This is an optimization exercise on Yosys and OpenROAD, whose aim is small area, a short achievable clock period and few clock cycles per item, not a production implementation. Where RTL was checked, it was by simulation tests only, not by an equivalence proof against the original. Power and IR drop assume default switching activity.

==> run a <==
// conv_core
module conv_core
(
	input  logic      clk,
	input  logic      rst,
	input  logic      csr_wr,
	input  logic      csr_rd,
	input  conv_pkg::csr_addr_t csr_addr,
	input  conv_pkg::csr_data_t csr_wdata,
	output logic      csr_rd_vld,
	output conv_pkg::csr_data_t csr_rdata,
	input  logic      dat_vld,
	input  conv_pkg::dat_vec_t  dat,
	input  conv_pkg::dat_vec_t  wt,
	input  logic      last,
	input  conv_pkg::dat_t      res,
	output logic      out_vld,
	output conv_pkg::dat_t      out_dat
);
export LEC_CHECK = 0
export CAP_MARGIN = 20
export CORE_MARGIN = 2
export CORE_UTILIZATION = 40
export SLEW_MARGIN = 20
export SYNTH_HIERARCHICAL = 1
create_clock -name core_clock -period 11.0 [get_ports {clk}]
standard.sh (not shown) runs the stock make flow with config.mk's settings and CLKGATE_MAP_FILE= SYNTH_SCRIPT=/design/flow/synth_recipe.tcl, a recipe that flattens the netlist after the stock synthesis.
==> flow/flow/run.sh <==
#!/bin/bash
# The standard layout with three changes to how it is made: small port
# buffers in place of the default delay cells, clock-tree synthesis with
# larger sink clusters and no dummy loads, and timing repair that aims for
# 7.7 ns of setup slack on the 11 ns clock.
set -euo pipefail
bash standard.sh \
	"BUFFER_PORTS_ARGS=-buffer_cell sky130_fd_sc_hd__buf_1" \
	"CTS_ARGS=-sink_clustering_enable -repair_clock_nets -dont_use_dummy_load -sink_clustering_size 30 -sink_clustering_max_diameter 100" \
	SETUP_SLACK_MARGIN=7.7 \
	finish > standard.log 2>&1
==> run b: changes against run a <==
==> flow/flow/run.sh (replaced) <==
#!/bin/bash
# The standard layout with three changes to how it is made: small port
# buffers in place of the default delay cells, clock-tree synthesis with
# larger sink clusters and no dummy loads, and timing repair that aims for
# 7.8 ns of setup slack on the 11 ns clock.
set -euo pipefail
bash standard.sh \
	"BUFFER_PORTS_ARGS=-buffer_cell sky130_fd_sc_hd__buf_1" \
	"CTS_ARGS=-sink_clustering_enable -repair_clock_nets -dont_use_dummy_load -sink_clustering_size 30 -sink_clustering_max_diameter 100" \
	SETUP_SLACK_MARGIN=7.8 \
	finish > standard.log 2>&1
--- a/flow/config.mk
+++ b/flow/config.mk
@@ -8,5 +8,5 @@
 export CAP_MARGIN = 20
 export CORE_MARGIN = 2
-export CORE_UTILIZATION = 40
+export CORE_UTILIZATION = 70
 export SLEW_MARGIN = 20
 export SYNTH_HIERARCHICAL = 1
==> notes <==
Between run a and run b, the lower combinational power is in run a (gap about 6%, measured against run b).
Against run b, the die area of run a is larger by 73%.
In run a the non-clock buffer count is lower than in run b, by 6.
Between run a and run b, the lower setup slack is in run a (gap 0.00051 ns).
In run a the critical path depth is lower than in run b, by 6.
Via count: run b is higher than run a (4.3%).
Register-to-register slack is about the same in run a and run b.
Testbench counts of run a, summed over its fixed seeds: cycles 16,701, beats 16,661.
Testbench counts of run b, summed over its fixed seeds: cycles 16,701, beats 16,661.

========
==> inputs of wip/yarrow <==
conv_core again, from the RTL that the note above started with.
==> module conv_requant, before the edit <==
module conv_requant
(
	input  logic        clk,
	input  logic        rst,
	input  logic        acc_vld,
	input  logic [23:0] acc_a,
	input  logic [23:0] acc_b,
	input  logic [7:0]  acc_res,
	input  logic        relu_en,
	input  logic        res_en,
	input  logic [4:0]  out_shift,
	output logic        out_vld,
	output logic [7:0]  out_dat
);
	logic [23:0] sum;
	logic [40:0] ext;
	logic [40:0] sh;
	logic [10:0] part;
	logic        q_vld;
	logic [10:0] q_part;
	logic        q_ovf;
	logic        q_neg;
	logic [7:0]  q_res;
	logic [9:0]  win;
	logic        ovf;
	logic [9:0]  rsum;
	logic [7:0]  sat;
	always_comb begin
		sum  = acc_a + acc_b;
		ext  = {{16{sum[23]}}, sum, 1'b0};
		sh   = $signed(ext) >>> {out_shift[4:1], 1'b0};
		part = sh[10:0];
	end
	always_ff @(posedge clk) begin
		if (rst) begin
			q_vld   <= 1'b0;
			out_vld <= 1'b0;
		end else begin
			q_vld   <= acc_vld;
			out_vld <= q_vld;
		end
	end
	always_ff @(posedge clk) begin
		q_part <= part;
		q_ovf  <= |(sh[32:11] ^ {22{sum[23]}});
		q_neg  <= sum[23];
		q_res  <= acc_res & {8{res_en}};
	end
	always_comb begin
		win = out_shift[0] ? q_part[10:1] : q_part[9:0];
		ovf = q_ovf || (q_part[10] != q_neg) || (!out_shift[0] && q_part[9] != q_neg);
		rsum = 10'(({win[9], win[9:1], 1'b1} + {{2{q_res[7]}}, q_res, win[0]}) >> 1);
		if (ovf) begin
			sat = q_neg ? (relu_en ? 8'h00 : 8'h80) : 8'h7f;
		end else if (rsum[9] && relu_en) begin
			sat = 8'h00;
		end else if (!rsum[9] && rsum[8:7] != 2'b00) begin
			sat = 8'h7f;
		end else if (rsum[9] && rsum[8:7] != 2'b11) begin
			sat = 8'h80;
		end else begin
			sat = rsum[7:0];
		end
	end
	always_ff @(posedge clk) begin
		out_dat <= sat;
	end
endmodule
==> module conv_csr, before the edit <==
module conv_csr
(
	input  logic        clk,
	input  logic        rst,
	input  logic        csr_wr,
	input  logic        csr_rd,
	input  logic [1:0]  csr_addr,
	input  logic [31:0] csr_wdata,
	output logic        csr_rd_vld,
	output logic [31:0] csr_rdata,
	output logic        relu_en,
	output logic        res_en,
	output logic [4:0]  out_shift
);
	localparam logic [31:0] ID = 32'h434f_4e56;
	logic [4:0] rd_lo;
	logic [2:0] rd_id;
	always_ff @(posedge clk) begin
		if (rst) begin
			relu_en   <= 1'b0;
			res_en    <= 1'b0;
			out_shift <= '0;
		end else if (csr_wr) begin
			if (csr_addr == 2'd0) begin
				relu_en <= csr_wdata[0];
				res_en  <= csr_wdata[1];
			end
			if (csr_addr == 2'd1) begin
				out_shift <= csr_wdata[4:0];
			end
		end
	end
	always_ff @(posedge clk) begin
		if (rst) begin
			csr_rd_vld <= 1'b0;
		end else begin
			csr_rd_vld <= csr_rd;
		end
	end
	always_ff @(posedge clk) begin
		case (csr_addr)
			2'd0:  rd_lo <= {3'b000, res_en, relu_en};
			2'd1: rd_lo <= out_shift;
			2'd2:    rd_lo <= ID[4:0];
			default:            rd_lo <= 5'd0;
		endcase
		rd_id[0] <= (csr_addr == 2'd2);
		rd_id[1] <= (csr_addr == 2'd2) & csr_rd;
		rd_id[2] <= (csr_addr == 2'd2) & ~rst;
	end
	always_comb begin
		csr_rdata = {27'd0, rd_lo};
		for (int k = 5; k < 32; k++) begin
			csr_rdata[k] = ID[k] & rd_id[k % 3];
		end
	end
endmodule
clock: 11.0 ns
lec_check: 0
cap_margin: 20
core_margin: 2
core_utilization: 40
slew_margin: 20
synth_hierarchical: 1
tns_end_percent: 10
==> flow/flow/run.sh <==
#!/bin/bash
# The standard layout with three changes to how it is made: small port
# buffers in place of the default delay cells, clock-tree synthesis with
# larger sink clusters and no dummy loads, and timing repair that aims for
# 7.8 ns of setup slack on the 11 ns clock.
set -euo pipefail
bash standard.sh \
	"BUFFER_PORTS_ARGS=-buffer_cell sky130_fd_sc_hd__buf_1" \
	"CTS_ARGS=-sink_clustering_enable -repair_clock_nets -dont_use_dummy_load -sink_clustering_size 24 -sink_clustering_max_diameter 80" \
	SETUP_SLACK_MARGIN=7.8 \
	finish > standard.log 2>&1
==> inputs of wip/raven, as changes to wip/yarrow <==
--- a/flow/design.v
+++ b/flow/design.v
@@ -946,7 +946,6 @@
 	logic [23:0] sum;
-	logic [40:0] ext;
-	logic [40:0] sh;
-	logic [10:0] part;
+	logic [24:0] ext;
+	logic [14:0] mask;
 	logic        q_vld;
-	logic [10:0] q_part;
+	logic [9:0]  q_win;
 	logic        q_ovf;
@@ -954,4 +953,2 @@
 	logic [7:0]  q_res;
-	logic [9:0]  win;
-	logic        ovf;
 	logic [9:0]  rsum;
@@ -960,5 +957,6 @@
 		sum  = acc_a + acc_b;
-		ext  = {{16{sum[23]}}, sum, 1'b0};
-		sh   = $signed(ext) >>> {out_shift[4:1], 1'b0};
-		part = sh[10:0];
+		ext  = $signed({sum, 1'b0}) >>> out_shift;
+		for (int j = 0; j < 15; j++) begin
+			mask[j] = ({1'b0, out_shift} <= 6'(j));
+		end
 	end
@@ -974,12 +972,11 @@
 	always_ff @(posedge clk) begin
-		q_part <= part;
-		q_ovf  <= |(sh[32:11] ^ {22{sum[23]}});
-		q_neg  <= sum[23];
-		q_res  <= acc_res & {8{res_en}};
+		q_win <= ext[9:0];
+		q_ovf <= |((sum[22:8] ^ {15{sum[23]}}) & mask);
+		q_neg <= sum[23];
+		q_res <= acc_res;
 	end
 	always_comb begin
-		win = out_shift[0] ? q_part[10:1] : q_part[9:0];
-		ovf = q_ovf || (q_part[10] != q_neg) || (!out_shift[0] && q_part[9] != q_neg);
-		rsum = 10'(({win[9], win[9:1], 1'b1} + {{2{q_res[7]}}, q_res, win[0]}) >> 1);
-		if (ovf) begin
+		rsum = {q_win[9], q_win[9:1]} + {9'd0, q_win[0]}
+			+ (res_en ? {{2{q_res[7]}}, q_res} : 10'd0);
+		if (q_ovf) begin
 			sat = q_neg ? (relu_en ? 8'h00 : 8'h80) : 8'h7f;
==> flow/flow/run.sh (replaced) <==
#!/bin/bash
# The standard layout, with small port buffers in place of the default delay cells.
set -euo pipefail
bash standard.sh "BUFFER_PORTS_ARGS=-buffer_cell sky130_fd_sc_hd__buf_1" SETUP_SLACK_MARGIN=7.8 finish > standard.log 2>&1
- CTS_CLUSTER_DIAMETER: not set -> 80
- CTS_CLUSTER_SIZE: not set -> 24
- TNS_END_PERCENT: 10 -> not set
==> inputs of wip/cedar, as changes to wip/yarrow <==
--- a/flow/design.v
+++ b/flow/design.v
@@ -24,3 +24,3 @@
 	logic [4:0] rd_lo;
-	logic [2:0] rd_id;
+	logic       rd_id;
 	always_ff @(posedge clk) begin
@@ -54,12 +54,5 @@
 		endcase
-		rd_id[0] <= (csr_addr == 2'd2);
-		rd_id[1] <= (csr_addr == 2'd2) & csr_rd;
-		rd_id[2] <= (csr_addr == 2'd2) & ~rst;
-	end
-	always_comb begin
-		csr_rdata = {27'd0, rd_lo};
-		for (int k = 5; k < 32; k++) begin
-			csr_rdata[k] = ID[k] & rd_id[k % 3];
-		end
+		rd_id <= (csr_addr == 2'd2);
 	end
+	assign csr_rdata = {ID[31:5] & {27{rd_id}}, rd_lo};
 endmodule
@@ -946,7 +939,6 @@
 	logic [23:0] sum;
-	logic [40:0] ext;
-	logic [40:0] sh;
-	logic [10:0] part;
+	logic [24:0] ext;
+	logic [14:0] mask;
 	logic        q_vld;
-	logic [10:0] q_part;
+	logic [9:0]  q_win;
 	logic        q_ovf;
@@ -954,4 +946,2 @@
 	logic [7:0]  q_res;
-	logic [9:0]  win;
-	logic        ovf;
 	logic [9:0]  rsum;
@@ -960,5 +950,6 @@
 		sum  = acc_a + acc_b;
-		ext  = {{16{sum[23]}}, sum, 1'b0};
-		sh   = $signed(ext) >>> {out_shift[4:1], 1'b0};
-		part = sh[10:0];
+		ext  = $signed({sum, 1'b0}) >>> out_shift;
+		for (int j = 0; j < 15; j++) begin
+			mask[j] = ({1'b0, out_shift} <= 6'(j));
+		end
 	end
@@ -974,12 +965,11 @@
 	always_ff @(posedge clk) begin
-		q_part <= part;
-		q_ovf  <= |(sh[32:11] ^ {22{sum[23]}});
-		q_neg  <= sum[23];
-		q_res  <= acc_res & {8{res_en}};
+		q_win <= ext[9:0];
+		q_ovf <= |((sum[22:8] ^ {15{sum[23]}}) & mask);
+		q_neg <= sum[23];
+		q_res <= acc_res;
 	end
 	always_comb begin
-		win = out_shift[0] ? q_part[10:1] : q_part[9:0];
-		ovf = q_ovf || (q_part[10] != q_neg) || (!out_shift[0] && q_part[9] != q_neg);
-		rsum = 10'(({win[9], win[9:1], 1'b1} + {{2{q_res[7]}}, q_res, win[0]}) >> 1);
-		if (ovf) begin
+		rsum = {q_win[9], q_win[9:1]} + {9'd0, q_win[0]}
+			+ (res_en ? {{2{q_res[7]}}, q_res} : 10'd0);
+		if (q_ovf) begin
 			sat = q_neg ? (relu_en ? 8'h00 : 8'h80) : 8'h7f;
==> flow/flow/run.sh (replaced) <==
#!/bin/bash
# The standard layout, with small port buffers in place of the default delay cells.
set -euo pipefail
bash standard.sh "BUFFER_PORTS_ARGS=-buffer_cell sky130_fd_sc_hd__buf_1" finish > standard.log 2>&1
- TNS_END_PERCENT: 10 -> not set
==> out/results.ini <==
[die]
die_height_um=252

[route]
wl_um=61800
vias=15934

[outcome]
outcome=no timing/DRC/antenna violations

[cells_and_area]
layout-drive-gt1-share=0.127
fin_cells=3018
fill_cells=5616

[grt]
use_met3=0.0184

[critical_path]
cp.buffers_inverters=2
cpPeakStageDelay_ns=0.48

[sta]
fmax_mhz=298

[synthesis]
avgSynthCellArea_sq_um=11.1

[pwr]
clkPwrFrac=0.125

-- figures above: wip/raven

==> out/results.ini <==
[outcome]
outcome=no timing/DRC/antenna violations

[die]
die_height_um=251
rows=90

[clock_tree]
cts-resized-gates=0

[cells_and_area]
fill_cells=5640
antenna_cells=0
fin_cells=3035
layout-drive-gt1-share=0.0488

[synthesis]
avgSynthCellArea_sq_um=11.1

[pwr]
clkPwrFrac=0.182

[critical_path]
cp.buffers_inverters=1
cpPeakStageDelay_ns=0.63

[sta]
fmax_mhz=273

[route]
wl_um=61000
vias=15887

[grt]
use_met3=0.0246

-- figures above: wip/cedar

==> out/results.ini <==
[outcome]
outcome=no timing/DRC/antenna violations

[route]
wl_um=63100
vias=16023

[grt]
use_met3=0.0172

[synthesis]
avgSynthCellArea_sq_um=11.1

[critical_path]
cp.buffers_inverters=1
cpPeakStageDelay_ns=0.37

[cells_and_area]
fin_cells=3016

[pwr]
clkPwrFrac=0.111

-- figures above: wip/yarrow

Testbench counts of wip/yarrow, summed over its fixed seeds: cycles 16,701, beats 16,661.
Testbench counts of wip/raven, summed over its fixed seeds: cycles 16,701, beats 16,661.
The RTL of wip/cedar was laid out without a check of its function.

[separate check: timing with driven ports]
No port has a modelled driver above. Below, the same layouts with a new extraction and two added sets of constraints.
Step 1, drivers: a clkbuf_16 drives clk and a buf_2 each remaining input, both assumed.
Step 2 moves the port delays by t, midway between the first and last clock arrival at a register: inputs arrive t later, outputs are due t later. That takes back most of the time a late clock gives input paths.
a / b / c = ideal / step 1 / step 2; a / b = the first two.
run	shift t [ns]	setup slack, ns	worst setup path at the end	worst slew at a driven data input, ns
run a	0.609	7.745 / 7.686 / 7.745	register to register	0.05
run b	0.568	7.745 / 7.694 / 7.621	input to register	0.05
wip/yarrow	0.625	7.720 / 7.660 / 7.761	register to register	0.05
wip/raven	0.636	7.646 / 7.646 / 7.646	register to register	0.05
wip/cedar	0.620	7.343 / 7.343 / 7.343	register to register	0.05
After both steps setup and hold are still met in every run listed. The setup slack of run b, which loses most, moves by -0.051 ns with the drivers and by -0.124 ns with both steps.
